This is an optimization exercise on Yosys and OpenROAD, whose aim is a short achievable clock period and few clock cycles, not a production implementation.
Function was checked by simulation only, so behaviour that the tests miss may differ from the original.
No activity file was given, so power comes from the tool's default toggle rates.

**flow/config.mk**
```make
export PLATFORM = sky130hd
export DESIGN_NAME = fixed_block_pool_allocator
export DESIGN_NICKNAME = fixed_block_pool_allocator
export VERILOG_FILES = /design/flow/design.v
export SDC_FILE = /design/flow/constraint.sdc
export NUM_CORES = 4
export LEC_CHECK = 0
export ABC_CLOCK_PERIOD_IN_PS = 2500
export CAP_MARGIN = 20
export CORE_MARGIN = 2
export CORE_UTILIZATION = 55
export SETUP_SLACK_MARGIN = 5
export SLEW_MARGIN = 20
```
**flow/constraint.sdc**
```tcl
create_clock -name core_clock -period 10.0 [get_ports {clk}]
set_input_delay 2.0000 -clock core_clock [delete_from_list [all_inputs] [get_ports {clk}]]
set_output_delay 2.0000 -clock core_clock [all_outputs]
set_load 0.01 [all_outputs]
```
**flow/design.v**
```verilog
package fbpa_pkg;
    localparam int DEF_MAX_BLOCKS = 256;
    localparam int ADDR_W         = 32;
    localparam int SIZE_W         = 16;
    localparam int COUNT_W        = 9;
    localparam int STRIDE_W       = 17;
    localparam int SQ_W           = 15;    
    localparam int FUNC_W         = 2;
    localparam int IN_TDATA_W     = 40;
    localparam int OUT_TDATA_W    = 40;
    localparam int CFG_IDX_W      = 2;
    localparam int IDX_W          = 9;     
    localparam logic [ADDR_W-1:0]   FIRST_DATA = 32'd16;
    localparam logic [CFG_IDX_W-1:0] REG_BASE_ADDRESS = 2'd0;
    localparam logic [CFG_IDX_W-1:0] REG_BLOCK_SIZE   = 2'd1;
    localparam logic [CFG_IDX_W-1:0] REG_BLOCK_COUNT  = 2'd2;
    localparam logic [ADDR_W-1:0]  RST_BASE_ADDRESS = 32'd0;
    localparam logic [SIZE_W-1:0]  RST_BLOCK_SIZE   = 16'd4;
    localparam logic [COUNT_W-1:0] RST_BLOCK_COUNT  = 9'd1;
    localparam logic [FUNC_W-1:0] FUNC_ALLOC   = 2'd0;
    localparam logic [FUNC_W-1:0] FUNC_FREE    = 2'd1;
    localparam logic [FUNC_W-1:0] FUNC_REBUILD = 2'd2;
    localparam logic [FUNC_W-1:0] FUNC_NOP     = 2'd3;
    localparam logic [IDX_W-1:0] END_MARK = 9'd256;
    localparam int CREDITS  = 14;
    localparam int FIFO_AW  = 4;
endpackage
import fbpa_pkg::*;
module fbpa_div (
    input  logic                          clk,
    input  logic                          rst_n,
    input  logic                          v0,
    input  logic [fbpa_pkg::FUNC_W-1:0]   func0,
    input  logic [fbpa_pkg::ADDR_W-1:0]   addr0,
    input  logic [fbpa_pkg::ADDR_W-1:0]   low,         
    input  logic [fbpa_pkg::SQ_W-1:0]     sq,          
    input  logic [fbpa_pkg::IDX_W-1:0]    count,       
    output logic                          v6,
    output logic                          alloc6,      
    output logic                          set6,        
    output logic [fbpa_pkg::IDX_W-1:0]    setval6,     
    output logic                          rb6,         
    output logic                          okna6,       
    output logic                          fok6,        
    output logic [7:0]                    q6           
);
    logic              v1;
    logic [1:0]        func1;
    logic [ADDR_W-1:0] off1;
    logic              ge1;
    logic [ADDR_W:0]   diff0;
    assign diff0 = {1'b0, addr0} - {1'b0, low};
    always_ff @(posedge clk or negedge rst_n)
    begin
        if (!rst_n)
            v1 <= 1'b0;
        else
            v1 <= v0;
    end
    always_ff @(posedge clk)
    begin
        func1 <= func0;
        off1  <= diff0[ADDR_W-1:0];
        ge1   <= !diff0[ADDR_W];
    end
    logic [SQ_W-1:0] r2a, r2b, r3a, r3b, r4a, r4b, r5a, r5b;
    logic            d2a, d2b, d3a, d3b, d4a, d4b, d5a, d5b;
    logic              v2, v3, v4, v5;
    logic [1:0]        func2, func3, func4, func5;
    logic              pre2, pre3, pre4, pre5;
    logic [SQ_W-1:0]   rem2, rem3, rem4, rem5;
    logic [7:0]        lo2, lo3, lo4;           
    logic [1:0]        q2;
    logic [3:0]        q3;
    logic [5:0]        q4;
    logic [7:0]        q5;
    logic [SQ_W:0]   t2a, t2b, t3a, t3b, t4a, t4b, t5a, t5b;
    logic [SQ_W+1:0] s2a, s2b, s3a, s3b, s4a, s4b, s5a, s5b;
    logic inrange1;
    assign inrange1 = (off1[31:25] == '0) && (off1[24:10] < sq);
    assign t2a = {off1[24:10], off1[9]};
    assign s2a = {1'b0, t2a} - {2'b0, sq};
    assign d2a = !s2a[SQ_W+1];
    assign r2a = d2a ? s2a[SQ_W-1:0] : t2a[SQ_W-1:0];
    assign t2b = {r2a, off1[8]};
    assign s2b = {1'b0, t2b} - {2'b0, sq};
    assign d2b = !s2b[SQ_W+1];
    assign r2b = d2b ? s2b[SQ_W-1:0] : t2b[SQ_W-1:0];
    assign t3a = {rem2, lo2[5]};
    assign s3a = {1'b0, t3a} - {2'b0, sq};
    assign d3a = !s3a[SQ_W+1];
    assign r3a = d3a ? s3a[SQ_W-1:0] : t3a[SQ_W-1:0];
    assign t3b = {r3a, lo2[4]};
    assign s3b = {1'b0, t3b} - {2'b0, sq};
    assign d3b = !s3b[SQ_W+1];
    assign r3b = d3b ? s3b[SQ_W-1:0] : t3b[SQ_W-1:0];
    assign t4a = {rem3, lo3[3]};
    assign s4a = {1'b0, t4a} - {2'b0, sq};
    assign d4a = !s4a[SQ_W+1];
    assign r4a = d4a ? s4a[SQ_W-1:0] : t4a[SQ_W-1:0];
    assign t4b = {r4a, lo3[2]};
    assign s4b = {1'b0, t4b} - {2'b0, sq};
    assign d4b = !s4b[SQ_W+1];
    assign r4b = d4b ? s4b[SQ_W-1:0] : t4b[SQ_W-1:0];
    assign t5a = {rem4, lo4[1]};
    assign s5a = {1'b0, t5a} - {2'b0, sq};
    assign d5a = !s5a[SQ_W+1];
    assign r5a = d5a ? s5a[SQ_W-1:0] : t5a[SQ_W-1:0];
    assign t5b = {r5a, lo4[0]};
    assign s5b = {1'b0, t5b} - {2'b0, sq};
    assign d5b = !s5b[SQ_W+1];
    assign r5b = d5b ? s5b[SQ_W-1:0] : t5b[SQ_W-1:0];
    always_ff @(posedge clk or negedge rst_n)
    begin
        if (!rst_n)
        begin
            v2 <= 1'b0;
            v3 <= 1'b0;
            v4 <= 1'b0;
            v5 <= 1'b0;
        end
        else
        begin
            v2 <= v1;
            v3 <= v2;
            v4 <= v3;
            v5 <= v4;
        end
    end
    always_ff @(posedge clk)
    begin
        func2 <= func1;
        pre2  <= (func1 == FUNC_FREE) && ge1 && (off1[1:0] == 2'b00) && inrange1;
        rem2  <= r2b;
        q2    <= {d2a, d2b};
        lo2   <= off1[9:2];
        func3 <= func2;
        pre3  <= pre2;
        rem3  <= r3b;
        q3    <= {q2, d3a, d3b};
        lo3   <= lo2;
        func4 <= func3;
        pre4  <= pre3;
        rem4  <= r4b;
        q4    <= {q3, d4a, d4b};
        lo4   <= lo3;
        func5 <= func4;
        pre5  <= pre4;
        rem5  <= r5b;
        q5    <= {q4, d5a, d5b};
    end
    logic       fok5;
    logic [8:0] qx5;
    assign qx5  = {1'b0, q5};
    assign fok5 = pre5 && (rem5 == '0) && (qx5 < count);
    always_ff @(posedge clk or negedge rst_n)
    begin
        if (!rst_n)
            v6 <= 1'b0;
        else
            v6 <= v5;
    end
    always_ff @(posedge clk)
    begin
        alloc6  <= v5 && (func5 == FUNC_ALLOC);
        set6    <= v5 && (fok5 || (func5 == FUNC_REBUILD));
        setval6 <= fok5 ? qx5 : ((count == '0) ? END_MARK : '0);
        rb6     <= v5 && (func5 == FUNC_REBUILD) && (count != '0);
        okna6   <= fok5 || (func5 == FUNC_REBUILD);
        fok6    <= v5 && fok5;
        q6      <= q5;
    end
endmodule
import fbpa_pkg::*;
module fbpa_front (
    input  logic                             clk,
    input  logic                             rst_n,
    input  logic                             s_tvalid,
    output logic                             s_tready,
    input  logic [fbpa_pkg::IN_TDATA_W-1:0]  s_tdata,
    input  logic                             pop,        
    output logic                             v0,
    output logic [fbpa_pkg::FUNC_W-1:0]      func0,
    output logic [fbpa_pkg::ADDR_W-1:0]      addr0
);
    localparam int CW = 6;
    logic          ready_reg;
    logic [CW-1:0] total_reg;
    logic [CW-1:0] t_inc, t_dec;
    logic          r_same, r_inc, r_dec;
    logic          push;
    assign push = s_tvalid && ready_reg;
    assign t_inc  = total_reg + 1'b1;
    assign t_dec  = total_reg - 1'b1;
    assign r_same = (total_reg < CW'(CREDITS));
    assign r_inc  = (t_inc < CW'(CREDITS));
    assign r_dec  = (t_dec < CW'(CREDITS));
    always_ff @(posedge clk or negedge rst_n)
    begin
        if (!rst_n)
        begin
            ready_reg <= 1'b1;
            total_reg <= '0;
            v0        <= 1'b0;
        end
        else
        begin
            v0 <= push;
            if (push && !pop)
            begin
                total_reg <= t_inc;
                ready_reg <= r_inc;
            end
            else if (!push && pop)
            begin
                total_reg <= t_dec;
                ready_reg <= r_dec;
            end
            else
            begin
                ready_reg <= r_same;
            end
        end
    end
    always_ff @(posedge clk)
    begin
        func0 <= s_tdata[FUNC_W-1:0];
        addr0 <= s_tdata[FUNC_W+ADDR_W-1:FUNC_W];
    end
    assign s_tready = ready_reg;
endmodule
import fbpa_pkg::*;
module fbpa_back (
    input  logic                             clk,
    input  logic                             rst_n,
    input  logic                             v6,
    input  logic                             alloc6,
    input  logic                             set6,
    input  logic [fbpa_pkg::IDX_W-1:0]       setval6,
    input  logic                             rb6,
    input  logic                             okna6,
    input  logic                             fok6,
    input  logic [7:0]                       q6,
    input  logic [255:0]                     below,       
    input  logic [fbpa_pkg::ADDR_W-1:0]      low,
    input  logic [fbpa_pkg::SQ_W-1:0]        sq,
    output logic                             m_tvalid,
    input  logic                             m_tready,
    output logic [fbpa_pkg::OUT_TDATA_W-1:0] m_tdata,
    output logic                             pop
);
    logic [IDX_W-1:0] head_reg;
    logic [IDX_W-1:0] rd;
    logic [255:0]     hsel;
    logic [255:0][IDX_W-1:0] link;
    logic             alloc_hit;
    genvar gi;
    generate
        for (gi = 0; gi < 256; gi++)
        begin : g_link
            logic [IDX_W-1:0] l;
            logic             last;
            if (gi == 255)
                assign last = below[gi];
            else
                assign last = below[gi] && !below[gi + 1];
            always_ff @(posedge clk)
            begin
                if (fok6 && (q6 == 8'(gi)))
                    l <= head_reg;
                else if (rb6 && below[gi])
                    l <= last ? END_MARK : IDX_W'(gi + 1);
            end
            assign link[gi] = l;
            assign hsel[gi] = (head_reg[7:0] == 8'(gi));
        end
    endgenerate
    always_comb
    begin
        rd = '0;
        for (int i = 0; i < 256; i++)
            rd = rd | ({IDX_W{hsel[i]}} & link[i]);
    end
    assign alloc_hit = alloc6 && !head_reg[8];
    always_ff @(posedge clk or negedge rst_n)
    begin
        if (!rst_n)
            head_reg <= END_MARK;
        else if (alloc_hit)
            head_reg <= rd;
        else if (set6)
            head_reg <= setval6;
    end
    logic              v7, v8, v9;
    logic              aok7, aok8, aok9;
    logic              ok7, ok8, ok9;
    logic [7:0]        idx7;
    logic [18:0]       pl8, ph8;
    logic [22:0]       prod9;
    logic [ADDR_W-1:0] addr9;
    always_ff @(posedge clk or negedge rst_n)
    begin
        if (!rst_n)
        begin
            v7 <= 1'b0;
            v8 <= 1'b0;
            v9 <= 1'b0;
        end
        else
        begin
            v7 <= v6;
            v8 <= v7;
            v9 <= v8;
        end
    end
    always_ff @(posedge clk)
    begin
        aok7  <= alloc_hit;
        ok7   <= alloc6 ? !head_reg[8] : okna6;
        idx7  <= head_reg[7:0];
        aok8  <= aok7;
        ok8   <= ok7;
        pl8   <= 19'(idx7[3:0]) * 19'(sq);
        ph8   <= 19'(idx7[7:4]) * 19'(sq);
        aok9  <= aok8;
        ok9   <= ok8;
        prod9 <= 23'(pl8) + {ph8, 4'b0};
    end
    assign addr9 = aok9 ? (low + {7'b0, prod9, 2'b00}) : '0;
    logic [(1 << FIFO_AW)-1:0][ADDR_W:0] fifo;
    logic [FIFO_AW-1:0]    wp_reg, rp_reg;
    logic [FIFO_AW:0]      fcnt_reg, fc_a, fc_b;
    logic                  fne_reg;
    logic                  ov_reg;
    logic [ADDR_W:0]       od_reg;
    logic                  take;
    logic                  load;
    always_ff @(posedge clk)
    begin
        if (v9)
            fifo[wp_reg] <= {ok9, addr9};
    end
    assign take = !ov_reg || m_tready;
    assign load = take && fne_reg;
    assign fc_a = fcnt_reg + {{FIFO_AW{1'b0}}, v9};
    assign fc_b = fc_a - 1'b1;
    always_ff @(posedge clk or negedge rst_n)
    begin
        if (!rst_n)
        begin
            wp_reg   <= '0;
            rp_reg   <= '0;
            fcnt_reg <= '0;
            fne_reg  <= 1'b0;
            ov_reg   <= 1'b0;
        end
        else
        begin
            if (v9)
                wp_reg <= wp_reg + 1'b1;
            if (load)
            begin
                rp_reg   <= rp_reg + 1'b1;
                fcnt_reg <= fc_b;
                fne_reg  <= (fc_b != '0);
            end
            else
            begin
                fcnt_reg <= fc_a;
                fne_reg  <= (fc_a != '0);
            end
            if (take)
                ov_reg <= fne_reg;
        end
    end
    always_ff @(posedge clk)
    begin
        if (load)
            od_reg <= fifo[rp_reg];
    end
    assign pop      = ov_reg && m_tready;
    assign m_tvalid = ov_reg;
    assign m_tdata  = {{(OUT_TDATA_W - ADDR_W - 1){1'b0}}, od_reg};
endmodule
import fbpa_pkg::*;
module fixed_block_pool_allocator #(
    parameter int MAX_BLOCKS = fbpa_pkg::DEF_MAX_BLOCKS
) (
    input  logic                             clk,
    input  logic                             rst_n,
    input  logic                             s_tvalid,
    output logic                             s_tready,
    input  logic [fbpa_pkg::IN_TDATA_W-1:0]  s_tdata,    
    output logic                             m_tvalid,
    input  logic                             m_tready,
    output logic [fbpa_pkg::OUT_TDATA_W-1:0] m_tdata,    
    input  logic                             cfg_we,
    input  logic [fbpa_pkg::CFG_IDX_W-1:0]   cfg_index,
    input  logic [fbpa_pkg::ADDR_W-1:0]      cfg_data
);
    logic [ADDR_W-1:0]   base_address_reg;
    logic [SIZE_W-1:0]   block_size_reg;
    logic [COUNT_W-1:0]  block_count_reg;
    always_ff @(posedge clk or negedge rst_n)
    begin
        if (!rst_n)
        begin
            base_address_reg <= RST_BASE_ADDRESS;
            block_size_reg   <= RST_BLOCK_SIZE;
            block_count_reg  <= RST_BLOCK_COUNT;
        end
        else if (cfg_we)
        begin
            case (cfg_index)
                REG_BASE_ADDRESS: base_address_reg <= cfg_data;
                REG_BLOCK_SIZE:   block_size_reg   <= cfg_data[SIZE_W-1:0];
                REG_BLOCK_COUNT:  block_count_reg  <= cfg_data[COUNT_W-1:0];
                default:          ;
            endcase
        end
    end
    logic [ADDR_W-1:0] low_reg;
    logic [SQ_W-1:0]   sq_reg;
    logic [IDX_W-1:0]  count_reg;
    logic [255:0]      below_reg;
    always_ff @(posedge clk)
    begin
        low_reg   <= base_address_reg + FIRST_DATA;
        sq_reg    <= SQ_W'(({1'b0, block_size_reg} + 17'd3) >> 2) + 1'b1;
        count_reg <= block_count_reg[8] ? END_MARK : block_count_reg;
        for (int i = 0; i < 256; i++)
            below_reg[i] <= block_count_reg > 9'(i);
    end
    logic                v0;
    logic [FUNC_W-1:0]   func0;
    logic [ADDR_W-1:0]   addr0;
    logic                pop;
    logic                v6, alloc6, set6, rb6, okna6;
    logic [IDX_W-1:0]    setval6;
    logic                fok6;
    logic [7:0]          q6;
    fbpa_front u_front (
        .clk      (clk),
        .rst_n    (rst_n),
        .s_tvalid (s_tvalid),
        .s_tready (s_tready),
        .s_tdata  (s_tdata),
        .pop      (pop),
        .v0       (v0),
        .func0    (func0),
        .addr0    (addr0)
    );
    fbpa_div u_div (
        .clk     (clk),
        .rst_n   (rst_n),
        .v0      (v0),
        .func0   (func0),
        .addr0   (addr0),
        .low     (low_reg),
        .sq      (sq_reg),
        .count   (count_reg),
        .v6      (v6),
        .alloc6  (alloc6),
        .set6    (set6),
        .setval6 (setval6),
        .rb6     (rb6),
        .okna6   (okna6),
        .fok6    (fok6),
        .q6      (q6)
    );
    fbpa_back u_back (
        .clk      (clk),
        .rst_n    (rst_n),
        .v6       (v6),
        .alloc6   (alloc6),
        .set6     (set6),
        .setval6  (setval6),
        .rb6      (rb6),
        .okna6    (okna6),
        .fok6     (fok6),
        .q6       (q6),
        .below    (below_reg),
        .low      (low_reg),
        .sq       (sq_reg),
        .m_tvalid (m_tvalid),
        .m_tready (m_tready),
        .m_tdata  (m_tdata),
        .pop      (pop)
    );
endmodule
```
**flow/run.sh**
```bash
#!/bin/bash
# synth_recipe.tcl (not shown) runs the flow's synth.tcl, then flattens the netlist and writes it again
# the make line also repeats each setting of config.mk as NAME=value (left out here)
make -C /OpenROAD-flow-scripts/flow DESIGN_CONFIG=/design/flow/config.mk WORK_HOME=/design/flow/orfs CLKGATE_MAP_FILE= SYNTH_SCRIPT=/design/flow/synth_recipe.tcl finish
```
==> impl_metrics.tcl, run 1 <==
set metrics [dict create \
    status "aborted with a tool error" \
    lastStage "5_1_grt" \
    tool.error "[ERROR GRT-0116] Global routing finished with congestion. Check the congestion regions in the DRC Viewer." \
    die_h_um 550.3 \
    synth_seq_area_share_pct 61.02 \
    pin_count 121 \
    fp.dieW_um 550.3 \
    grt_pass1_vias 155095 \
    cts_root_buffer "clkbuf_16" \
    gp_congestion 1.611 \
    portBuffers 107 \
    syn_avg_cell_area_um2 11.86 \
    synth_cells 13839 \
    ys_ff_latch 3545 \
    grt_start_max_net_pins 113 \
    dpl.hpwl_mm 775.9 \
    cts-buffers-inserted 376 \
    synth_warnings 4 \
    start_util_pct 55.30 \
    cts_sinks 3545 \
    holdBufCountCts 0 \
    synth.distinct_cells 96 \
    dpl_cell_area_mm2 0.1719 \
    overflow 2550 \
    synth_flop_cell "edfxtp_1" \
    clockBufferDepth 4 \
    num_rows 200 \
    synth_edf_count 2865 \
    h-tree-depth 5 \
    grt_use_total_pct 75.93 \
    grt_pass1_wl_mm 1517 \
    async_flop_share_pct 2.764 \
    mappedNetlistArea_mm2 0.1641 \
]
cells by family after synthesis:
kind of cell / Yosys count / synth area share (%)
xor+xnor: 224 / 1.195
buf+inv: 1166 / 2.724
fa+ha+maj: 337 / 2.857
simple gates: 4363 / 12.46
other cells: 1 / 0.002285
mux: 294 / 3.141
compound gates: 3909 / 16.60
flops: 3545 / 61.02
cell usage after synthesis, types with 31 or more instances:
master    count  share of area (%)
edfxtp_1   2865                 52
a22oi_1     850                3.9
nor2b_1      52               0.20
nor3_1      137               0.42
a21o_1       70               0.32
nor4_1       95               0.36
a21oi_1     238               0.73
a22o_1      187                1.0
o22ai_1     144               0.55
a31oi_1      31               0.12
and3_1      419                1.6
o31ai_1      36               0.16
nor2_1     1181                2.7
buf_1        81               0.19
nand2b_1     45               0.17
ha_1        274                2.1
and2_1       92               0.35
xor2_1       76               0.41
nand4_1     109               0.42
a32oi_1      79               0.42
nand2_1    1682                3.8
a221oi_1     53               0.28
a21boi_0     69               0.32
a222oi_1     66               0.40
xnor2_1     148               0.79
dfrtp_1      94                1.4
nand3b_1    253                1.2
mux2_2      118               0.81
o21ai_0     830                2.5
clkbuf_1    790                1.8
dfxtp_1     582                7.1
o21a_1     1013                4.6
nand3_1     141               0.43
fa_1         63               0.77
mux4_2      165                2.3
buf_2        42               0.13
inv_1       234               0.54
how the worst max path moves through the flow:
stage / to / slack, ns / cells past startpoint / from
CTS: u_div.rem5[9] / 4.99 / 21 / sq_reg[5]
floorplan: u_back.fne_reg / 4.27 / 9 / u_back.v9
global placement: u_div.rem3[13] / 3.47 / 19 / sq_reg[1]
detailed placement: u_div.rem3[10] / 3.35 / 19 / sq_reg[1]
power by group through the flow:
stage	logic (mW)	clock network (mW)	registers (mW)
3_3_place_gp	20.4	0	20.5
4_1_cts	22.1	14.8	20.3
2_1_floorplan	12.9	0	19.5
3_5_place_dp	21.1	0	20.6
timing repair:
| item | 4_1_cts |
|---|---|
| cloned | 7 |
| hold endpoints to repair | 0 |
| buffers inserted | 40 |
| gates resized for setup | 146 |
| pin swaps | 33 |
| setup endpoints to repair | 73 |
per-layer routing:
| layer | global-route usage, % | GRT overflow |
|---|---|---|
| met4 | 64.93 | 602 |
| met3 | 66.31 | 238 |
| met1 | 78.98 | 234 |
| met2 | 87.52 | 1451 |
| met5 | 50.20 | 25 |
through the flow:
stage	std cells	setup slack [ns]
floorplan	13845	4.269
global placement	17484	3.474
detailed placement	17492	3.349
CTS	18243	4.989
Testbench counts, summed over its fixed seeds: cycles 24,624.
==> inputs of run 2 (changes only) <==
--- a/flow/design.v
+++ b/flow/design.v
@@ -36,2 +36,3 @@
     input  logic [fbpa_pkg::SQ_W-1:0]     sq,          
+    input  logic [fbpa_pkg::SQ_W+1:0]     sq3,         
     input  logic [fbpa_pkg::IDX_W-1:0]    count,       
@@ -65,4 +66,2 @@
     end
-    logic [SQ_W-1:0] r2a, r2b, r3a, r3b, r4a, r4b, r5a, r5b;
-    logic            d2a, d2b, d3a, d3b, d4a, d4b, d5a, d5b;
     logic              v2, v3, v4, v5;
@@ -71,3 +70,5 @@
     logic [SQ_W-1:0]   rem2, rem3, rem4, rem5;
-    logic [7:0]        lo2, lo3, lo4;           
+    logic [5:0]        lo2;           
+    logic [3:0]        lo3;
+    logic [1:0]        lo4;
     logic [1:0]        q2;
@@ -76,38 +77,10 @@
     logic [7:0]        q5;
-    logic [SQ_W:0]   t2a, t2b, t3a, t3b, t4a, t4b, t5a, t5b;
-    logic [SQ_W+1:0] s2a, s2b, s3a, s3b, s4a, s4b, s5a, s5b;
+    logic [SQ_W-1:0]   r2, r3, r4, r5;
+    logic [1:0]        d2, d3, d4, d5;
     logic inrange1;
     assign inrange1 = (off1[31:25] == '0) && (off1[24:10] < sq);
-    assign t2a = {off1[24:10], off1[9]};
-    assign s2a = {1'b0, t2a} - {2'b0, sq};
-    assign d2a = !s2a[SQ_W+1];
-    assign r2a = d2a ? s2a[SQ_W-1:0] : t2a[SQ_W-1:0];
-    assign t2b = {r2a, off1[8]};
-    assign s2b = {1'b0, t2b} - {2'b0, sq};
-    assign d2b = !s2b[SQ_W+1];
-    assign r2b = d2b ? s2b[SQ_W-1:0] : t2b[SQ_W-1:0];
-    assign t3a = {rem2, lo2[5]};
-    assign s3a = {1'b0, t3a} - {2'b0, sq};
-    assign d3a = !s3a[SQ_W+1];
-    assign r3a = d3a ? s3a[SQ_W-1:0] : t3a[SQ_W-1:0];
-    assign t3b = {r3a, lo2[4]};
-    assign s3b = {1'b0, t3b} - {2'b0, sq};
-    assign d3b = !s3b[SQ_W+1];
-    assign r3b = d3b ? s3b[SQ_W-1:0] : t3b[SQ_W-1:0];
-    assign t4a = {rem3, lo3[3]};
-    assign s4a = {1'b0, t4a} - {2'b0, sq};
-    assign d4a = !s4a[SQ_W+1];
-    assign r4a = d4a ? s4a[SQ_W-1:0] : t4a[SQ_W-1:0];
-    assign t4b = {r4a, lo3[2]};
-    assign s4b = {1'b0, t4b} - {2'b0, sq};
-    assign d4b = !s4b[SQ_W+1];
-    assign r4b = d4b ? s4b[SQ_W-1:0] : t4b[SQ_W-1:0];
-    assign t5a = {rem4, lo4[1]};
-    assign s5a = {1'b0, t5a} - {2'b0, sq};
-    assign d5a = !s5a[SQ_W+1];
-    assign r5a = d5a ? s5a[SQ_W-1:0] : t5a[SQ_W-1:0];
-    assign t5b = {r5a, lo4[0]};
-    assign s5b = {1'b0, t5b} - {2'b0, sq};
-    assign d5b = !s5b[SQ_W+1];
-    assign r5b = d5b ? s5b[SQ_W-1:0] : t5b[SQ_W-1:0];
+    fbpa_div_step u_s2 (.rem(off1[24:10]), .bits(off1[9:8]), .sq(sq), .sq3(sq3), .q(d2), .rem_out(r2));
+    fbpa_div_step u_s3 (.rem(rem2),        .bits(lo2[5:4]),  .sq(sq), .sq3(sq3), .q(d3), .rem_out(r3));
+    fbpa_div_step u_s4 (.rem(rem3),        .bits(lo3[3:2]),  .sq(sq), .sq3(sq3), .q(d4), .rem_out(r4));
+    fbpa_div_step u_s5 (.rem(rem4),        .bits(lo4[1:0]),  .sq(sq), .sq3(sq3), .q(d5), .rem_out(r5));
     always_ff @(posedge clk or negedge rst_n)
@@ -133,19 +106,19 @@
         pre2  <= (func1 == FUNC_FREE) && ge1 && (off1[1:0] == 2'b00) && inrange1;
-        rem2  <= r2b;
-        q2    <= {d2a, d2b};
-        lo2   <= off1[9:2];
+        rem2  <= r2;
+        q2    <= d2;
+        lo2   <= off1[7:2];
         func3 <= func2;
         pre3  <= pre2;
-        rem3  <= r3b;
-        q3    <= {q2, d3a, d3b};
-        lo3   <= lo2;
+        rem3  <= r3;
+        q3    <= {q2, d3};
+        lo3   <= lo2[3:0];
         func4 <= func3;
         pre4  <= pre3;
-        rem4  <= r4b;
-        q4    <= {q3, d4a, d4b};
-        lo4   <= lo3;
+        rem4  <= r4;
+        q4    <= {q3, d4};
+        lo4   <= lo3[1:0];
         func5 <= func4;
         pre5  <= pre4;
-        rem5  <= r5b;
-        q5    <= {q4, d5a, d5b};
+        rem5  <= r5;
+        q5    <= {q4, d5};
     end
@@ -173,2 +146,40 @@
 endmodule
+module fbpa_div_step (
+    input  logic [fbpa_pkg::SQ_W-1:0]   rem,
+    input  logic [1:0]                  bits,
+    input  logic [fbpa_pkg::SQ_W-1:0]   sq,
+    input  logic [fbpa_pkg::SQ_W+1:0]   sq3,
+    output logic [1:0]                  q,
+    output logic [fbpa_pkg::SQ_W-1:0]   rem_out
+);
+    localparam int W = fbpa_pkg::SQ_W + 3;
+    logic [W-1:0] t, s1, s2, s3;
+    assign t  = {1'b0, rem, bits};
+    assign s1 = t - W'(sq);
+    assign s2 = t - W'({sq, 1'b0});
+    assign s3 = t - W'(sq3);
+    always_comb
+    begin
+        if (!s3[W-1])
+        begin
+            q       = 2'd3;
+            rem_out = s3[fbpa_pkg::SQ_W-1:0];
+        end
+        else if (!s2[W-1])
+        begin
+            q       = 2'd2;
+            rem_out = s2[fbpa_pkg::SQ_W-1:0];
+        end
+        else if (!s1[W-1])
+        begin
+            q       = 2'd1;
+            rem_out = s1[fbpa_pkg::SQ_W-1:0];
+        end
+        else
+        begin
+            q       = 2'd0;
+            rem_out = t[fbpa_pkg::SQ_W-1:0];
+        end
+    end
+endmodule
 import fbpa_pkg::*;
@@ -186,3 +197,3 @@
     localparam int CW = 6;
-    logic          ready_reg;
+    logic          busy_reg;      
     logic [CW-1:0] total_reg;
@@ -191,3 +202,3 @@
     logic          push;
-    assign push = s_tvalid && ready_reg;
+    assign push = s_tvalid && !busy_reg;
     assign t_inc  = total_reg + 1'b1;
@@ -201,3 +212,3 @@
         begin
-            ready_reg <= 1'b1;
+            busy_reg  <= 1'b0;
             total_reg <= '0;
@@ -211,3 +222,3 @@
                 total_reg <= t_inc;
-                ready_reg <= r_inc;
+                busy_reg  <= !r_inc;
             end
@@ -216,3 +227,3 @@
                 total_reg <= t_dec;
-                ready_reg <= r_dec;
+                busy_reg  <= !r_dec;
             end
@@ -220,3 +231,3 @@
             begin
-                ready_reg <= r_same;
+                busy_reg  <= !r_same;
             end
@@ -229,3 +240,3 @@
     end
-    assign s_tready = ready_reg;
+    assign s_tready = !busy_reg;
 endmodule
@@ -243,3 +254,3 @@
     input  logic [7:0]                       q6,
-    input  logic [255:0]                     below,       
+    input  logic [fbpa_pkg::IDX_W-1:0]       count,       
     input  logic [fbpa_pkg::ADDR_W-1:0]      low,
@@ -253,5 +264,20 @@
     logic [IDX_W-1:0] rd;
-    logic [255:0]     hsel;
     logic [255:0][IDX_W-1:0] link;
+    logic [63:0][IDX_W-1:0]  rd1;
+    logic [15:0][IDX_W-1:0]  rd2;
+    logic [3:0][IDX_W-1:0]   rd3;
     logic             alloc_hit;
+    logic [16:0]      cnt_gt_hi;    
+    logic [16:0]      cnt_eq_hi;    
+    logic [15:0]      cnt_gt_lo;    
+    always_comb
+    begin
+        for (int a = 0; a < 17; a++)
+        begin
+            cnt_gt_hi[a] = (count[8:4] > 5'(a));
+            cnt_eq_hi[a] = (count[8:4] == 5'(a));
+        end
+        for (int b = 0; b < 16; b++)
+            cnt_gt_lo[b] = (count[3:0] > 4'(b));
+    end
     genvar gi;
@@ -261,7 +287,9 @@
             logic [IDX_W-1:0] l;
-            logic             last;
-            if (gi == 255)
-                assign last = below[gi];
+            logic             below;    
+            logic             last;     
+            assign below = cnt_gt_hi[gi / 16] || (cnt_eq_hi[gi / 16] && cnt_gt_lo[gi % 16]);
+            if ((gi % 16) == 15)
+                assign last = cnt_eq_hi[gi / 16 + 1] && (count[3:0] == 4'd0);
             else
-                assign last = below[gi] && !below[gi + 1];
+                assign last = cnt_eq_hi[gi / 16] && (count[3:0] == 4'((gi % 16) + 1));
             always_ff @(posedge clk)
@@ -270,3 +298,3 @@
                     l <= head_reg;
-                else if (rb6 && below[gi])
+                else if (rb6 && below)
                     l <= last ? END_MARK : IDX_W'(gi + 1);
@@ -274,11 +302,21 @@
             assign link[gi] = l;
-            assign hsel[gi] = (head_reg[7:0] == 8'(gi));
+        end
+        for (gi = 0; gi < 64; gi++)
+        begin : g_rd1
+            assign rd1[gi] = head_reg[1] ? (head_reg[0] ? link[4*gi+3] : link[4*gi+2])
+                                         : (head_reg[0] ? link[4*gi+1] : link[4*gi]);
+        end
+        for (gi = 0; gi < 16; gi++)
+        begin : g_rd2
+            assign rd2[gi] = head_reg[3] ? (head_reg[2] ? rd1[4*gi+3] : rd1[4*gi+2])
+                                         : (head_reg[2] ? rd1[4*gi+1] : rd1[4*gi]);
+        end
+        for (gi = 0; gi < 4; gi++)
+        begin : g_rd3
+            assign rd3[gi] = head_reg[5] ? (head_reg[4] ? rd2[4*gi+3] : rd2[4*gi+2])
+                                         : (head_reg[4] ? rd2[4*gi+1] : rd2[4*gi]);
         end
     endgenerate
-    always_comb
-    begin
-        rd = '0;
-        for (int i = 0; i < 256; i++)
-            rd = rd | ({IDX_W{hsel[i]}} & link[i]);
-    end
+    assign rd = head_reg[7] ? (head_reg[6] ? rd3[3] : rd3[2])
+                            : (head_reg[6] ? rd3[1] : rd3[0]);
     assign alloc_hit = alloc6 && !head_reg[8];
@@ -423,4 +461,6 @@
     logic [SQ_W-1:0]   sq_reg;
+    logic [SQ_W+1:0]   sq3_reg;
+    logic [SQ_W-1:0]   sq_cfg;
     logic [IDX_W-1:0]  count_reg;
-    logic [255:0]      below_reg;
+    assign sq_cfg = SQ_W'(({1'b0, block_size_reg} + 17'd3) >> 2) + 1'b1;
     always_ff @(posedge clk)
@@ -428,6 +468,5 @@
         low_reg   <= base_address_reg + FIRST_DATA;
-        sq_reg    <= SQ_W'(({1'b0, block_size_reg} + 17'd3) >> 2) + 1'b1;
+        sq_reg    <= sq_cfg;
+        sq3_reg   <= {1'b0, sq_cfg, 1'b0} + {2'b0, sq_cfg};
         count_reg <= block_count_reg[8] ? END_MARK : block_count_reg;
-        for (int i = 0; i < 256; i++)
-            below_reg[i] <= block_count_reg > 9'(i);
     end
@@ -460,2 +499,3 @@
         .sq      (sq_reg),
+        .sq3     (sq3_reg),
         .count   (count_reg),
@@ -481,3 +521,3 @@
         .q6       (q6),
-        .below    (below_reg),
+        .count    (count_reg),
         .low      (low_reg),
==> flow/flow/run.sh (new file) <==
#!/bin/bash
# The standard layout, with timing repair aimed at a setup slack of 6.5 ns
# (a 3.5 ns period) instead of stopping once the 10 ns clock is met.
# make's output goes to standard.log; each ORFS step keeps its own log under orfs/logs.
set -euo pipefail
bash standard.sh SETUP_SLACK_MARGIN=6.5 finish > standard.log 2>&1
==> flow/standard.sh (new file) <==
#!/bin/bash
# synth_recipe.tcl (not shown) runs the flow's synth.tcl, then flattens the netlist and writes it again
# the make line also repeats each setting of config.mk as NAME=value (left out here)
make -C /OpenROAD-flow-scripts/flow DESIGN_CONFIG=/design/flow/config.mk WORK_HOME=/design/flow/orfs CLKGATE_MAP_FILE= SYNTH_SCRIPT=/design/flow/synth_recipe.tcl "${@:-finish}"
--- a/flow/config.mk
+++ b/flow/config.mk
@@ -10,4 +10,4 @@
 export CORE_MARGIN = 2
-export CORE_UTILIZATION = 55
-export SETUP_SLACK_MARGIN = 5
+export CORE_UTILIZATION = 50
 export SLEW_MARGIN = 20
+export TNS_END_PERCENT = 10
removed: flow/run.sh
==> impl_metrics.tcl, run 2 <==
set metrics [dict create \
    num_rows 210 \
    slew_headroom_pct 10.76 \
    slowest_stage "nand3_1" \
    synth.distinct_cells 87 \
    portBuffers 107 \
    yosysMostFrequentCell "edfxtp_1" \
    cts-buffers-inserted 363 \
    setup_viol 0 \
    clkLatencyLatePin_ns 0.97 \
    synth_area_leader_cell "edfxtp_1" \
    yosysTopAreaCellShare_pct 52.14 \
    power_per_cell_area_mw_per_mm2 289.6 \
    dpl.hpwl_mm 332.1 \
    final_common_cell "edfxtp_1" \
    synth_warnings 5 \
    post-route-util_pct 57.08 \
    path_cells "buf_4 > inv_1 > nor2_1 > nand3_1 > nor2_1 > o21ai_0 > buf_4" \
    cts_root_buffer "clkbuf_16" \
    die_h_um 578.5 \
    gp_congestion 0.8880 \
    clockBufferDepth 4 \
    start_util_pct 50.32 \
    crit_start "count_reg[4]" \
    die-area_mm2 0.3346 \
    rsz0062_at_grt "true" \
    worst_pin_slew_ns 1.339 \
    async_flop_share_pct 2.965 \
    slowest_delay_ns 1.01 \
    first_iter_violations 15919 \
    drive_gt1_share_pct 18.92 \
    netlist_top_cells_area "edfxtp_1 (52%), mux4_2 (13%), o21a_1 (4.7%), dfxtp_1 (4.1%), o21ai_0 (3.1%)" \
    cellLeakagePower_nw 62.90 \
    viasPerCell 6.589 \
    synth_flop_cell "edfxtp_1" \
    antenna_found_initial 40 \
    setup_slack_ns 6.086 \
    cp_num_buf_inv 3 \
    ys_ff_latch 3305 \
    end_kind "register" \
    holdBufCountCts 0 \
    drt_first_pass_iters 7 \
    dpl_cell_area_mm2 0.1716 \
    synth_seq_area_share_pct 57.77 \
    h-tree-depth 5 \
    pin_count 121 \
    ant_nets 0 \
    syn_avg_cell_area_um2 13.18 \
    synth_edf_count 2865 \
    cp.arrival_ns 4.59 \
    cts_tree "built" \
    largest_reg_flops 2304 \
    crit_type "reg2reg" \
    skew_ns 0.06225 \
    drcViolationCount 0 \
    cts.reportedPaths.clkPinSlew_ns 0.06 \
    synth_common_cells "edfxtp_1 (2865), nand2_1 (1100), o21a_1 (1032)" \
    fp.dieW_um 578.5 \
    slew_viol_final 0 \
    maxCapViolCount 0 \
    max_freq_ghz 0.2555 \
    cts_sinks 3305 \
    dp_slack_ns 5.111 \
    vias 113920 \
    hold_viol 0 \
    min_path_type "reg2reg" \
    fin_cells 17290 \
    min_period_over_period_pct 39.14 \
    grt_pass1_wl_mm 771.8 \
    r2r-start "count_reg[4]" \
    final_nets 13114 \
    grt_start_max_net_pins 203 \
    start_kind "register" \
    finalSetupTns_ns 0 \
    most-common-layout-cells "edfxtp_1 (2865), nand2_1 (1076), o21a_1 (1032)" \
    synth_cells 12522 \
    grt_use_total_pct 31.54 \
    final_area_mm2 0.1872 \
    min_period_ns 3.914 \
    core_mm2 0.3279 \
    grt_pass1_vias 110909 \
    routedWlPerCell_um 30.90 \
    cp.required_ns 10.68 \
    crit_family "simple AND/OR/NAND/NOR gates" \
    hold_start "u_div.off1[5]" \
    peakVddDrop_v 0.0002397 \
    finalWirelength_mm 534.3 \
    status "complete, no violations" \
    dp.cells 16408 \
    synthToLayoutAreaGrowth_pct 13.42 \
    overflow 0 \
    crit_fanout 15 \
    mappedNetlistArea_mm2 0.1650 \
]
run 2: cell types whose count changed after synthesis, moves of 240 or more:
cell     delta
a22oi_1   -833
and3_1    +379
nand2_1   -582
mux4_2    +756
dfxtp_1   -240
nor2_1    -426
run 2: kinds of logic (layout without fill, tap and decap cells):
| logic type | Yosys count | in the layout | synth area share [%] |
|---|---|---|---|
| xor+xnor | 305 | 305 | 1.623 |
| fa+ha+maj | 419 | 419 | 3.480 |
| simple gates | 3441 | 3441 | 9.937 |
| other cells | 1 | 31 | 0.002273 |
| mux | 1043 | 1043 | 13.37 |
| flops | 3305 | 3305 | 57.77 |
| buf+inv | 1221 | 1613 | 2.843 |
| compound gates | 2787 | 2787 | 10.97 |
run 2: where the power goes:
group | switching, mW | internal, mW | total, mW
clock | 5.71 | 7.82 | 13.5
sequential | 1.44 | 16.8 | 18.2
combinational | 13.5 | 9.02 | 22.5
total | 20.6 | 33.6 | 54.2
run 2: path summary, 6_finish.rpt:
check	cells past startpoint	slack, ns	to
max	7	6.09	u_back.g_link[85].l[1]
min	0	0.30	u_div.lo2[3]
max reg2reg	7	6.09	u_back.g_link[85].l[1]
min reg2reg	0	0.30	u_div.lo2[3]
max in group asynchronous	2	7.56	u_back.head_reg[7]
min in group asynchronous	1	1.02	u_front.total_reg[4]
run 2: metrics by stage:
step / hold slack [ns] / power (mW)
after floorplan: 0.3096 / 31.84
after global placement: 0.3152 / 38.42
after detailed placement: 0.3121 / 38.78
after CTS: 0.2939 / 53.64
after global routing: 0.3008 / 56.41
final: 0.3014 / 54.20
run 2: repair_timing:
item / 4_1_cts / 5_1_grt
setup endpoints to repair: 2317 / 2061
gates resized for setup: 223 / 165
buffers inserted: 137 / 34
gates cloned: 19 / 1
pin swaps: 72 / 29
run 2: cell type report:
class	instances	area (um^2)
Clock inverter	220	2202
Timing Repair Buffer	704	6987
Fill cell	26002	140800
Multi-Input combinational cell	8002	66440
Inverter	244	980.9
Sequential cell	3305	95440
Tap cell	4346	5438
Clock buffer	445	9620
Antenna cell	24	60.06
run 2: worst register-to-register path, cell delays in order (launching register included):
cell and delay [ns]:
dfxtp_1 0.31, buf_4 0.37, inv_1 0.19, nor2_1 0.88, nand3_1 1.01, nor2_1 0.40, o21ai_0 0.24, buf_4 0.26
run 2: routing by layer:
layer  up-vias  global-route usage [%]  wire length, um
li1      48094                       -                -
met1     57993                   45.07           212400
met2      6818                   47.45           238900
met3       991                   7.509            63140
met4        24                   10.87            19640
met5         -                       0              210
Testbench counts of run 2, summed over its fixed seeds: cycles 24,624.

## port drivers added, routing unchanged
In the flow no input, the clock included, has a driving cell. The finished layout below was timed again as built, in two steps. Step 1 sets driving cells, clkbuf_16 on the clock port and buf_2 on the other inputs (assumed; they add their load-dependent delay and slew). Step 2 moves the port delays by t, midway between the first and last clock arrival at a register: inputs arrive t later, outputs are due t later. That takes back most of the time a late clock gives input paths. a / b / c = ideal / step 1 / step 2; a / b = the first two.
run: run 2
shift t [ns]: 1.046
setup WS [ns]: 6.086 / 6.086 / 5.616
worst setup path after step 2: input to register
clock arrival spread, ns: 0.079 / 0.078
After both steps setup and hold are still met in run 2. The setup slack of run 2 moves by 0.000 ns with the drivers and by -0.470 ns with both steps.
